From an optimization exercise on the open Yosys and OpenROAD flow, aimed at small area; shortcuts taken in it are not production practice.
Function was checked by simulation only, so behaviour that the tests miss may differ from the original.
Power is estimated from default activity; no workload was simulated.

Design pipe_core, start of the top module:
module pipe_core
#(
    parameter logic [31:0] RESET_PC = '0,
    parameter int    NUM_REGS = 32
) (
    input  logic        clock,
    input  logic        rst_n,
    output logic [31:0] imem_addr,
    input  logic [31:0] imem_data,
    output logic        wb_en,
    output logic [4:0]  wb_reg,
    output logic [31:0] wb_data
);
    localparam int NSLOT = 31;
    localparam logic [2:0] S_CLR = 3'd0;
    localparam logic [2:0] S_D   = 3'd1;
    localparam logic [2:0] S_C0  = 3'd2;
    localparam logic [2:0] S_C1  = 3'd3;
    localparam logic [2:0] S_W   = 3'd4;
    logic [2:0]  state;
    logic [4:0]  rot;           
    logic [4:0]  rot_n;
    logic [4:0]  pos;           
    logic [31:0] pc;
    logic [31:0] a;
    logic [31:0] slot [NSLOT];
    logic [4:0]  op, rd, rs, rt, func;
    logic [31:0] imm, target;
    assign op     = imem_data[31:27];
    assign rd     = imem_data[26:22];
  ...
For scale: about 3000 cells after synthesis, roughly 1100 flip-flops, ~100 I/O pins, about 35000 sq um of cells after synthesis.
clock: 10.0 ns
lec_check: 0
cap_margin: 20
cell_pad_in_sites_detail_placement: 1
core_margin: 2
core_utilization: 55
cts_buf_list: sky130_fd_sc_hd__clkbuf_16
cts_cluster_diameter: 60
cts_cluster_size: 30
place_density: 0.65
slew_margin: 20
run.sh (not shown) runs the stock make flow with config.mk's settings and CLKGATE_MAP_FILE= SYNTH_SCRIPT=/design/flow/synth_recipe.tcl, a recipe that flattens the netlist after the stock synthesis.
Edit:
Settings changed: CTS_BUF_LIST sky130_fd_sc_hd__clkbuf_16 to sky130_fd_sc_hd__clkbuf_8, CTS_CLUSTER_DIAMETER 60 to 50, CTS_CLUSTER_SIZE 30 to 16.
Result: Core utilization is about the same. Via count climbs by 0.79%. Power decreases by 0.74%. Wire length hardly moves. Worst setup slack improves by 58 ps. Non-clock buffer count is higher by 1. Critical path depth goes down by 10. Synthesized cell count stays the same. Sequential cell count stays the same.
Edit:
==> flow/flow/run.sh (new file) <==
#!/bin/bash
# Own flow: the standard layout (standard.sh) with two changes:
#  - synthesis maps the combinational logic with abc's area-oriented script
#    flow/area.abc instead of the delay-oriented one; registers come from the
#    same dfflibmap step as the standard synthesis, so their names and cell
#    types are unchanged
#  - port buffers are buf_1 instead of clkdlybuf4s50_1
# Each step's output goes to its own log file here.
set -euo pipefail
W=$(pwd)
{
  cat <<EOT
proc abc {args} {
  set i [lsearch -exact \$args -script]
  if {\$i >= 0} { lset args [expr {\$i + 1}] $W/flow/area.abc }
  yosys abc {*}\$args
}
EOT
  cat "$W/synth_recipe.tcl"
} > "$W/own_synth.tcl"
sed -e "s#SYNTH_SCRIPT=[^ ]*#SYNTH_SCRIPT=$W/own_synth.tcl 'BUFFER_PORTS_ARGS=-buffer_cell sky130_fd_sc_hd__buf_1'#" \
    "$W/standard.sh" > "$W/own_standard.sh"
bash "$W/own_standard.sh" synth > "$W/synth.log" 2>&1
bash "$W/own_standard.sh" > "$W/layout.log" 2>&1
==> flow/flow/area.abc (new file) <==
&get -n
&st
&dch
&nf -a
&st
&dch
&nf -a
&put
topo
stime -c
==> flow/standard.sh (new file) <==
#!/bin/bash
# synth_recipe.tcl (not shown) runs the flow's synth.tcl, then flattens the netlist and writes it again
# the make line also repeats each setting of config.mk as NAME=value (left out here)
make -C /OpenROAD-flow-scripts/flow DESIGN_CONFIG=/design/flow/config.mk WORK_HOME=/design/flow/orfs CLKGATE_MAP_FILE= SYNTH_SCRIPT=/design/flow/synth_recipe.tcl "${@:-finish}"
removed: flow/run.sh
The changed run ran to the end with no violations.
Cell area came out lower by a few percent.
Total power came out lower by a few percent.
Critical path depth goes up by 13.
Worst setup slack degrades by 1400 ps.
Synthesized area goes down by a few percent.
Routed wire length shrinks by a few percent.
Hold slack degrades by 5.8 ps.
Synthesized cell count came out lower by roughly a tenth.
Maximum frequency drops by about a fifth.
Edit:
==> flow/flow/area.abc (replaced) <==
strash
ifraig
scorr
dc2
strash
&get -n
&st
&dch -f
&nf -a -R 1000
&st
&dch -f
&nf -a -R 1000
&put
topo
stime -c
What happened: Cell count decreases by 0.33%. Setup slack got worse by 880 ps. Global-route usage decreases by 0.37 points. Register-to-register slack got worse by 1100 ps. Hold slack improved by 4.8 ps. Clock-buffer cell count increases by 7. Area after synthesis decreases by 0.69%. Design area barely changes. Sequential power increases by about 0.7%. Die area decreases by 0.68%. First-iteration DRC count increases by 6.9%.

========
Another version of the RTL of pipe_core (not shown whole).
For scale: ~2600 cells after synthesis, ~1100 flip-flops, ~0.033 sq mm of cells after synthesis.
==> flow/config.mk <==
export PLATFORM = sky130hd
export DESIGN_NAME = pipe_core
export DESIGN_NICKNAME = pipe_core
export VERILOG_FILES = /design/flow/design.v
export SDC_FILE = /design/flow/constraint.sdc
export NUM_CORES = 4
export LEC_CHECK = 0
export CAP_MARGIN = 0
export CELL_PAD_IN_SITES_DETAIL_PLACEMENT = 1
export CORE_MARGIN = 2
export CORE_UTILIZATION = 55
export CTS_BUF_LIST = sky130_fd_sc_hd__clkbuf_8
export CTS_CLUSTER_DIAMETER = 85
export CTS_CLUSTER_SIZE = 16
export PLACE_DENSITY = 0.65
export SLEW_MARGIN = 0
==> flow/constraint.sdc <==
create_clock -name core_clock -period 10.0 [get_ports {clock}]
set_input_delay 2.0000 -clock core_clock [delete_from_list [all_inputs] [get_ports {clock}]]
set_output_delay 2.0000 -clock core_clock [all_outputs]
set_load 0.01 [all_outputs]
standard.sh (not shown) runs the stock make flow with config.mk's settings and CLKGATE_MAP_FILE= SYNTH_SCRIPT=/design/flow/synth_recipe.tcl, a recipe that flattens the netlist after the stock synthesis.
==> flow/flow/run.sh <==
#!/bin/bash
# Own flow: the standard layout (standard.sh) with two changes:
#  - synthesis maps the combinational logic with abc's area-oriented script
#    flow/area.abc instead of the delay-oriented one; registers come from the
#    same dfflibmap step as the standard synthesis, so their names and cell
#    types are unchanged
#  - port buffers are buf_1 instead of clkdlybuf4s50_1
# Each step's output goes to its own log file here.
set -euo pipefail
W=$(pwd)
{
  cat <<EOT
proc abc {args} {
  set i [lsearch -exact \$args -script]
  if {\$i >= 0} { lset args [expr {\$i + 1}] $W/flow/area.abc }
  yosys abc {*}\$args
}
EOT
  cat "$W/synth_recipe.tcl"
} > "$W/own_synth.tcl"
sed -e "s#SYNTH_SCRIPT=[^ ]*#SYNTH_SCRIPT=$W/own_synth.tcl 'BUFFER_PORTS_ARGS=-buffer_cell sky130_fd_sc_hd__buf_1'#" \
    "$W/standard.sh" > "$W/own_standard.sh"
bash "$W/own_standard.sh" synth > "$W/synth.log" 2>&1
bash "$W/own_standard.sh" > "$W/layout.log" 2>&1
==> flow/flow/area.abc <==
strash
ifraig
scorr
dc2
strash
&get -n
&st
&dch -f
&nf -a -R 1000
&st
&dch -f
&nf -a -R 1000
&put
topo
stime -c
The baseline finished clean.
Edit:
- CAP_MARGIN: 0 -> 20
- CTS_CLUSTER_DIAMETER: 85 -> 50
- SLEW_MARGIN: 0 -> 20
Setup slack got worse by 0.043 ns.
Via count grows slightly.
Clock power grows by about a fifth.
Worst hold slack got worse by 0.0031 ns.
Design area grows slightly.

re-timing with driven ports:
How much do the figures lean on ideal ports? The routed layouts below were timed once more, with nothing changed but the port constraints.
Step 1 sets driving cells, clkbuf_16 on the clock port and buf_2 on the other inputs (assumed; they add their load-dependent delay and slew).
Step 2 times the ports against the registers' clock, not the clock port: input delays grow and output delays shrink by t, the midpoint of the rising clock arrivals with the driver on.
a / b / c = no drivers / after step 1 / after step 2; a / b = the first two.
run	t (ns)	setup slack, ns	worst setup path after step 2
the first run of note 1	0.720	2.978 / 2.978 / 2.660	input to register
the second run of note 1	0.807	3.036 / 3.015 / 2.663	input to register
the third run of note 1	0.778	1.657 / 1.694 / 0.916	input to register
the fourth run of note 1	0.780	0.778 / 0.778 / 0.038	input to register
the first run of note 2	0.784	1.217 / 1.262 / 0.479	input to register
the second run of note 2	0.806	1.175 / 1.221 / 0.415	input to register
After both steps every run listed still meets setup and hold. For the second run of note 2, which loses most, drivers alone change the setup slack by +0.046 ns; drivers and shift together by -0.760 ns.
